This design comes from an exercise in tuning for a short achievable clock period and few clock cycles per item on the open sky130 flow, not from production work.
The RTL was checked by simulation tests, not by an equivalence proof against the original design.

File: design/flow/config.mk
export PLATFORM = sky130hd
export DESIGN_NAME = procCore
export DESIGN_NICKNAME = procCore
export VERILOG_FILES = /design/flow/design.v
export SDC_FILE = /design/flow/constraint.sdc
export NUM_CORES = 8
export LEC_CHECK = 0
export CAP_MARGIN = 20
export CORE_MARGIN = 2
export CORE_UTILIZATION = 25
export PLACE_DENSITY = 0.45
export SLEW_MARGIN = 20
File: design/flow/design.v
package procPkg;
    localparam int dataWidth     = 32;
    localparam int instWidth     = 32;
    localparam int regAddrWidth  = 6;
    localparam int immWidth      = 15;
    localparam int functWidth    = 4;
    localparam int progDepth     = 64;
    localparam int progAddrWidth = $clog2(progDepth);
    localparam int dmemDepth     = 128;
    localparam int dmemAddrWidth = $clog2(dmemDepth);
    localparam int typeBit  = 0;     
    localparam int rsLsb    = 1;
    localparam int rdLsb    = 7;
    localparam int functLsb = 13;    
    localparam int rtLsb    = 17;
    localparam int immLsb   = 17;    
    typedef enum logic [3:0] {
        ADD   = 4'b0000,     
        SUB   = 4'b0010,
        MOV   = 4'b0100,
        INC   = 4'b0110,
        DEC   = 4'b1000,
        LOAD  = 4'b1010,
        STORE = 4'b1100,
        AND   = 4'b0001,     
        OR    = 4'b0011,
        XOR   = 4'b0101,
        NOT   = 4'b0111,
        SLL   = 4'b1001,
        NOP   = 4'b1111      
    } aluOp_t;
    typedef enum logic [1:0] {
        IDLE  = 2'd0,
        FETCH = 2'd1,
        READ  = 2'd2,
        EXEC  = 2'd3
    } stepState_t;
endpackage
`timescale 1ns/10ps
import procPkg::*;
module aluCore (
    input  logic [procPkg::dataWidth-1:0] opA,
    input  logic [procPkg::dataWidth-1:0] opB,
    input  procPkg::aluOp_t               opcode,
    output logic [procPkg::dataWidth-1:0] result
);
    logic [dataWidth-1:0] sum;
    logic [dataWidth-1:0] diff;
    assign sum  = opA + opB;     
    assign diff = opA - opB;
    always_comb begin
        case (opcode)
            ADD: begin
                result = sum;
            end
            SUB: begin
                result = diff;
            end
            MOV: begin
                result = opA;
            end
            INC: begin
                result = opA + 1'b1;
            end
            DEC: begin
                result = opA - 1'b1;
            end
            LOAD, STORE: begin
                result = sum;        
            end
            AND: begin
                result = opA & opB;
            end
            OR: begin
                result = opA | opB;
            end
            XOR: begin
                result = opA ^ opB;
            end
            NOT: begin
                result = ~opA;
            end
            SLL: begin
                result = {opA[dataWidth-2:0], 1'b0};
            end
            default: begin
                result = '0;         
            end
        endcase
    end
endmodule
`timescale 1ns/10ps
import procPkg::*;
module fetchDecode #(
    parameter int regAddrWidth = procPkg::regAddrWidth,
    parameter int progDepth    = procPkg::progDepth
) (
    input  logic                          clk,
    input  logic                          clkreset,
    input  logic                          run,
    input  logic                          progWe,
    input  logic [$clog2(progDepth)-1:0]  progAddr,
    input  logic [procPkg::instWidth-1:0] progData,
    output logic [regAddrWidth-1:0]       readAddrA,
    output logic [regAddrWidth-1:0]       readAddrB,
    output logic                          execStrobe,
    output procPkg::aluOp_t               opcode,
    output logic                          isImm,
    output logic [regAddrWidth-1:0]       destAddr,
    output logic [procPkg::immWidth-1:0]  imm
);
    localparam int pcWidth = $clog2(progDepth);
    logic [instWidth-1:0]    progMem [progDepth];
    logic [instWidth-1:0]    instReg;
    logic [pcWidth-1:0]      pc;
    procPkg::stepState_t              state;
    procPkg::stepState_t              nextState;
    logic [functWidth-1:0]   funct;
    logic [regAddrWidth-1:0] rtAddr;
    always_ff @(posedge clk) begin
        if (progWe && !run) begin
            progMem[progAddr] <= progData;
        end
    end
    always_comb begin
        case (state)
            IDLE:    nextState = run ? FETCH : IDLE;
            FETCH:   nextState = run ? READ : IDLE;
            READ:    nextState = run ? EXEC : IDLE;
            default: nextState = run ? FETCH : IDLE;
        endcase
    end
    always_ff @(posedge clk) begin
        if (!clkreset) begin
            state      <= IDLE;
            pc         <= '0;
            execStrobe <= 1'b0;
        end else begin
            state      <= nextState;
            execStrobe <= (nextState == EXEC);    
            if (state == EXEC) begin
                pc <= (pc == pcWidth'(progDepth - 1)) ? '0 : pc + 1'b1;
            end
        end
    end
    always_ff @(posedge clk) begin
        if (state == FETCH) begin
            instReg <= progMem[pc];
        end
    end
    assign funct    = instReg[functLsb +: functWidth];
    assign isImm    = instReg[typeBit];
    assign destAddr = instReg[rdLsb +: regAddrWidth];
    assign rtAddr   = instReg[rtLsb +: regAddrWidth];
    assign imm      = instReg[immLsb +: immWidth];
    always_comb begin
        case (funct)
            ADD, SUB, MOV, INC, DEC, LOAD, STORE,
            AND, OR, XOR, NOT, SLL: opcode = procPkg::aluOp_t'(funct);
            default:                opcode = NOP;
        endcase
    end
    assign readAddrA = instReg[rsLsb +: regAddrWidth];
    assign readAddrB = (opcode == STORE) ? destAddr : rtAddr;    
endmodule
`timescale 1ns/10ps
import procPkg::*;
module regFile #(
    parameter int regAddrWidth = procPkg::regAddrWidth
) (
    input  logic                          clk,
    input  logic                          clkreset,
    input  logic [regAddrWidth-1:0]       readAddrA,
    input  logic [regAddrWidth-1:0]       readAddrB,
    input  logic                          regWe,
    input  logic [regAddrWidth-1:0]       regWriteAddr,
    input  logic [procPkg::dataWidth-1:0] regWriteData,
    output logic [procPkg::dataWidth-1:0] readDataA,
    output logic [procPkg::dataWidth-1:0] readDataB
);
    localparam int regCount = 2 ** regAddrWidth;
    logic [dataWidth-1:0] regs [regCount];
    always_ff @(posedge clk) begin
        if (!clkreset) begin
            for (int i = 0; i < regCount; i++) begin
                regs[i] <= '0;
            end
        end else if (regWe) begin
            regs[regWriteAddr] <= regWriteData;
        end
    end
    always_ff @(posedge clk) begin
        if (readAddrA == '0) begin
            readDataA <= '0;     
        end else begin
            readDataA <= regs[readAddrA];
        end
        if (readAddrB == '0) begin
            readDataB <= '0;
        end else begin
            readDataB <= regs[readAddrB];
        end
    end
endmodule
`timescale 1ns/10ps
import procPkg::*;
module executeUnit #(
    parameter int regAddrWidth = procPkg::regAddrWidth,
    parameter int dmemDepth    = procPkg::dmemDepth
) (
    input  logic                          clk,
    input  logic                          clkreset,
    input  logic                          execStrobe,
    input  procPkg::aluOp_t               opcode,
    input  logic                          isImm,
    input  logic [regAddrWidth-1:0]       destAddr,
    input  logic [procPkg::immWidth-1:0]  imm,
    input  logic [procPkg::dataWidth-1:0] readDataA,
    input  logic [procPkg::dataWidth-1:0] readDataB,
    output logic                          regWe,
    output logic [regAddrWidth-1:0]       regWriteAddr,
    output logic [procPkg::dataWidth-1:0] regWriteData,
    output logic                          storeValid,
    output logic [$clog2(dmemDepth)-1:0]  storeAddr,
    output logic [procPkg::dataWidth-1:0] storeData
);
    localparam int memAddrWidth = $clog2(dmemDepth);
    logic [dataWidth-1:0]    dmem [dmemDepth];
    logic [dataWidth-1:0]    opB;
    logic [dataWidth-1:0]    aluResult;
    logic [dataWidth-1:0]    loadData;
    logic [memAddrWidth-1:0] memAddr;
    logic                    isStore;
    logic                    writesReg;
    assign opB = isImm ? {{(dataWidth - immWidth){imm[immWidth-1]}}, imm} : readDataB;
    aluCore uAlu (
        .opA    (readDataA),
        .opB    (opB),
        .opcode (opcode),
        .result (aluResult)
    );
    assign memAddr   = aluResult[memAddrWidth-1:0];     
    assign loadData  = dmem[memAddr];
    assign isStore   = (opcode == STORE);
    assign writesReg = (opcode != STORE) && (opcode != NOP) && (destAddr != '0);
    always_ff @(posedge clk) begin
        if (!clkreset) begin
            regWe      <= 1'b0;
            storeValid <= 1'b0;
            for (int i = 0; i < dmemDepth; i++) begin
                dmem[i] <= '0;
            end
        end else begin
            regWe      <= execStrobe && writesReg;
            storeValid <= execStrobe && isStore;
            if (execStrobe && isStore) begin
                dmem[memAddr] <= readDataB;      
            end
        end
    end
    always_ff @(posedge clk) begin
        if (execStrobe) begin
            regWriteAddr <= destAddr;
            regWriteData <= (opcode == LOAD) ? loadData : aluResult;
            storeAddr    <= memAddr;
            storeData    <= readDataB;
        end
    end
endmodule
`timescale 1ns/10ps
import procPkg::*;
module procCore #(
    parameter int regAddrWidth = procPkg::regAddrWidth,
    parameter int progDepth    = procPkg::progDepth,
    parameter int dmemDepth    = procPkg::dmemDepth
) (
    input  logic                          clk,
    input  logic                          clkreset,
    input  logic                          run,
    input  logic                          progWe,
    input  logic [$clog2(progDepth)-1:0]  progAddr,
    input  logic [procPkg::instWidth-1:0] progData,
    output logic                          wbValid,
    output logic [regAddrWidth-1:0]       wbAddr,
    output logic [procPkg::dataWidth-1:0] wbData,
    output logic                          storeValid,
    output logic [$clog2(dmemDepth)-1:0]  storeAddr,
    output logic [procPkg::dataWidth-1:0] storeData
);
    logic [regAddrWidth-1:0] readAddrA;
    logic [regAddrWidth-1:0] readAddrB;
    logic [dataWidth-1:0]    readDataA;
    logic [dataWidth-1:0]    readDataB;
    logic                    execStrobe;
    procPkg::aluOp_t                  opcode;
    logic                    isImm;
    logic [regAddrWidth-1:0] destAddr;
    logic [immWidth-1:0]     imm;
    fetchDecode #(
        .regAddrWidth (regAddrWidth),
        .progDepth    (progDepth)
    ) uFetch (
        .clk        (clk),
        .clkreset   (clkreset),
        .run        (run),
        .progWe     (progWe),
        .progAddr   (progAddr),
        .progData   (progData),
        .readAddrA  (readAddrA),
        .readAddrB  (readAddrB),
        .execStrobe (execStrobe),
        .opcode     (opcode),
        .isImm      (isImm),
        .destAddr   (destAddr),
        .imm        (imm)
    );
    regFile #(
        .regAddrWidth (regAddrWidth)
    ) uRegs (
        .clk          (clk),
        .clkreset     (clkreset),
        .readAddrA    (readAddrA),
        .readAddrB    (readAddrB),
        .regWe        (wbValid),
        .regWriteAddr (wbAddr),
        .regWriteData (wbData),
        .readDataA    (readDataA),
        .readDataB    (readDataB)
    );
    executeUnit #(
        .regAddrWidth (regAddrWidth),
        .dmemDepth    (dmemDepth)
    ) uExec (
        .clk          (clk),
        .clkreset     (clkreset),
        .execStrobe   (execStrobe),
        .opcode       (opcode),
        .isImm        (isImm),
        .destAddr     (destAddr),
        .imm          (imm),
        .readDataA    (readDataA),
        .readDataB    (readDataB),
        .regWe        (wbValid),
        .regWriteAddr (wbAddr),
        .regWriteData (wbData),
        .storeValid   (storeValid),
        .storeAddr    (storeAddr),
        .storeData    (storeData)
    );
endmodule
File: design/flow/run.sh
#!/bin/bash
# synth_recipe.tcl (not shown) runs the flow's synth.tcl, then flattens the netlist and writes it again
# the make line also repeats each setting of config.mk as NAME=value (left out here)
make -C /OpenROAD-flow-scripts/flow DESIGN_CONFIG=/design/flow/config.mk WORK_HOME=/design/flow/orfs CLKGATE_MAP_FILE= SYNTH_SCRIPT=/design/flow/synth_recipe.tcl finish
File: design/flow/constraint.sdc
create_clock -name core_clock -period 10.0 [get_ports {clk}]
set_input_delay 2.0000 -clock core_clock [delete_from_list [all_inputs] [get_ports {clk}]]
set_output_delay 2.0000 -clock core_clock [all_outputs]
set_load 0.01 [all_outputs]
==> impl_metrics.json <==
{
  "slew_headroom": 0.0857,
  "grt_max_degree": 167,
  "initialDrtViolationCount": 41545,
  "wire_per_inst_um": 35.3,
  "h-tree-depth": 6,
  "synthesis.area_sq_um": 384000,
  "nets": 27459,
  "grt_pass1_wl_um": 2290000,
  "cts_tree": "done",
  "status": "finished clean",
  "num_io_pins": 121,
  "p_per_area_nw_per_um2": 192,
  "hold_path.class": "flip-flop to flip-flop",
  "worstMarginPinSlew_ns": 1.37,
  "wl_um": 1710000,
  "final_common_cell": "edfxtp_1",
  "grt_use_total": 0.212,
  "required_ns": 11.04,
  "layout_min_cycle_time_ns": 8.93,
  "critPathMaxFanout": 61,
  "io_buffers": 120,
  "synth_edf_count": 8301,
  "slowest_delay_ns": 1.16,
  "drt_pass1_iterations": 9,
  "finalSetupTns_ns": 0,
  "drc": 0,
  "gp_congestion": 0.912,
  "synth.avg_cell_area_sq_um": 13.7,
  "core_sq_um": 1530000,
  "start_util": 0.250,
  "post-dp-hpwl_um": 1000000,
  "die-area_sq_um": 1540000,
  "layout_common_cells": "8301 x edfxtp_1, 3992 x and2_1, 2848 x nand2_1, 1329 x mux4_2, 1169 x and3_1",
  "crit_end": "uExec.regWriteData[30]$_DFFE_PP_",
  "syn_inst": 28085,
  "grt_remaining_overflow": 0,
  "rsz0062_at_grt": "false",
  "critPathKind": "flip-flop to flip-flop",
  "setup_viol": 0,
  "dieWidth_um": 1240,
  "reg2regPathDepth": 19,
  "r2r_end": "uExec.regWriteData[30]$_DFFE_PP_",
  "cts_max_path_buffers": 5,
  "cts_resized": 0,
  "die_y_um": 1240,
  "antenna_found_initial": 268,
  "crit_chain": "nor2b_1 > o21ai_0 > a21oi_1 > nor2_1 > nor2_1 > fa_1 > nand3b_1 > a31oi_1 > nor4_4 > buf_12 > inv_8 > nor3_4 > buf_4 > a221oi_1 > o21a_1 > a2111oi_1 > nor4_1 > nand4_1 > a211o_1",
  "path_buf_inv": 3,
  "placementRows": 455,
  "via_per_inst": 5.44,
  "slew_violations": 0,
  "ys_seq_area_frac": 0.654,
  "start_kind": "flip-flop",
  "crit_cells": 19,
  "cpMostUsedCell": "nor2_1",
  "peakVddDrop_v": 0.000180,
  "vias": 263895,
  "grt_pass1_vias": 255365,
  "async_flop_share": 0,
  "rr_startpoint": "uFetch.instReg[15]$_DFFE_PP_",
  "synth_warnings": 4,
  "ctsHoldBuffers": 0,
  "drive_gt1_frac": 0.164,
  "drv_cap": 0,
  "endpoint_kind": "flip-flop",
  "period_share": 0.893,
  "arrival_ns": 9.97,
  "clockRootBuffer": "clkbuf_16",
  "fmax_mhz": 112,
  "cp_top_family": "simple AND/OR/NAND/NOR gates",
  "synth_nets": 28235,
  "p_total_uw": 85300,
  "numCtsBuffers": 931,
  "total_leakage_power_uw": 0.148,
  "cts_setup_buffers": 0,
  "crit_slowest_cell": "a2111oi_1",
  "finalHoldViolCount": 0,
  "area_growth_pct": 15.5,
  "clock_latency_ns": 1.26,
  "synth_cell_types": 91,
  "clkTransAtPathRegs_ns": 0.07,
  "cts_sinks": 8376,
  "synth_flop_cell": "edfxtp_1",
  "rrSetupSlack_ns": 1.07,
  "ant_nets": 0,
  "ys_seq_elements": 8376,
  "clock_skew_ns": 0.170,
  "crit_path_start": "uFetch.instReg[15]$_DFFE_PP_"
}
[logic make-up (layout without fill, tap and decap cells)]
family | after synthesis | after routing | synth area share
multiplexers | 1636 | 1636 | 0.0864
buffers and inverters | 3187 | 3193 | 0.0324
AO/OA/AOI/OAI | 3740 | 3740 | 0.0704
adder cells (fa/ha/maj) | 108 | 108 | 0.00354
AND/OR/NAND/NOR | 10988 | 10988 | 0.153
other | 0 | 118 | 0
flip-flops | 8376 | 8376 | 0.654
XOR/XNOR | 50 | 50 | 0.00114
[area by class of cell]
class,instances,area [sq um]
diodes,118,295
repair buffers,1353,12100
well taps,20336,25400
fillers,153843,1090000
flip-flops and latches,8376,251000
clock buffers,1129,24300
multi-input cells,16522,125000
clock inverters,586,4820
inverters,125,557
[how the worst min path moves through the flow]
stage | startpoint | to | slack, ns | depth (start not counted)
floorplan | uRegs.readDataB[16]$_SDFF_PN0_ | uExec.storeData[16]$_DFFE_PP_ | 0.41 | 0
global placement | uRegs.readDataB[13]$_SDFF_PN0_ | uExec.storeData[13]$_DFFE_PP_ | 0.55 | 0
detailed placement | uRegs.readDataB[13]$_SDFF_PN0_ | uExec.storeData[13]$_DFFE_PP_ | 0.55 | 0
CTS | uRegs.readDataB[13]$_SDFF_PN0_ | uExec.storeData[13]$_DFFE_PP_ | 0.57 | 0
global route | uRegs.readDataB[13]$_SDFF_PN0_ | uExec.storeData[13]$_DFFE_PP_ | 0.57 | 0
finish | uRegs.readDataB[13]$_SDFF_PN0_ | uExec.storeData[13]$_DFFE_PP_ | 0.57 | 0
[per-stage QoR]
step / setup WS [ns] / area [sq um] / hold slack (ns) / utilization / std cells
after CTS: 1.52 / 442000 / 0.567 / 0.289 / 48420
after global routing: 1.14 / 443000 / 0.567 / 0.289 / 48466
after detailed placement: 1.51 / 413000 / 0.554 / 0.270 / 46705
final: 1.07 / 443000 / 0.567 / 0.289 / 48545
after floorplan: 1.89 / 384000 / 0.408 / - / 28085
after global placement: 1.16 / 413000 / 0.552 / 0.269 / 46687
[per-layer routing]
layer	wire length [um]	global-route usage	up-vias	share of wire
met5	426	0	-	0.00025
met4	101000	0.109	62	0.059
met3	184000	0.0548	3244	0.11
met2	753000	0.323	16003	0.44
met1	673000	0.279	138909	0.39
li1	-	-	105677	-
[power by group]
group / switching (uW) / internal [uW] / total (uW)
Sequential: 563 / 39400 / 40000
Combinational: 9060 / 2330 / 11400
Clock: 15100 / 18800 / 33900
[worst register-to-register path: cells and delay by family, from the launching register on]
family | cells | cell delay [ns]
flops | 1 | 0.79
simple gates | 8 | 3.16
fa+ha+maj | 1 | 0.49
compound gates | 7 | 2.89
buf+inv | 3 | 1.47
[registers in the layout (all words and copies together), names as in the netlist]
register / count
uExec.regWriteAddr: 6
uExec.storeAddr: 7
uFetch.state: 2
uRegs.readDataB: 32
uFetch.execStrobe: 1
uRegs.readDataA: 32
uExec.regWe: 1
uFetch.progMem: 2048
uExec.regWriteData: 32
uExec.dmem: 4096
uExec.storeData: 32
uRegs.regs: 2048
uExec.storeValid: 1
uFetch.instReg: 32
uFetch.pc: 6
[cell usage after synthesis, types with 33 or more instances]
library cell | count | area, sq um
a211oi_1 | 245 | 1840
a21oi_1 | 626 | 3130
a221oi_1 | 230 | 2010
a222oi_1 | 70 | 701
a22o_1 | 166 | 1450
a22oi_1 | 820 | 6160
a311oi_1 | 403 | 3530
a31oi_1 | 262 | 1640
a41oi_1 | 65 | 569
and2_1 | 3992 | 25000
and3_1 | 1169 | 7310
buf_1 | 384 | 1440
buf_2 | 313 | 1570
clkbuf_1 | 2351 | 8820
dfxtp_1 | 75 | 1500
edfxtp_1 | 8301 | 249000
ha_1 | 107 | 1340
inv_1 | 117 | 439
mux2_2 | 114 | 1280
mux2i_1 | 191 | 1910
mux4_2 | 1329 | 29900
nand2_1 | 2899 | 10900
nand2b_1 | 33 | 206
nand3_1 | 712 | 3560
nand4_1 | 245 | 1530
nor2_1 | 374 | 1400
nor2b_1 | 41 | 257
nor3_1 | 1122 | 5620
nor4_1 | 273 | 1710
o211ai_1 | 82 | 616
o21ai_0 | 347 | 1740
o22ai_1 | 62 | 388
o2bb2ai_1 | 58 | 508
xnor2_1 | 41 | 359
Testbench counts, summed over its fixed seeds: cycles 36,862, events 8,457.

re-timing with driven ports:
The results above use ideal ports. As a check the final layout listed here was re-extracted and re-timed, cells and wires unchanged.
Step 1, drivers: a clkbuf_16 drives clk and a buf_2 each remaining input, both assumed.
Step 2 moves the port delays by t, midway between the first and last clock arrival at a register: inputs arrive t later, outputs are due t later. That takes back most of the time a late clock gives input paths.
Three values: ideal ports, drivers, drivers and shift; two values: the first two.
shift t [ns]: 1.365
setup WS [ns]: 1.073 / 1.073 / 1.073
worst hold slack (ns): 0.567 / 0.567 / 0.567
After both steps this run still meets setup and hold. For this run, drivers alone change the setup slack by 0.000 ns; drivers and shift together by 0.000 ns.
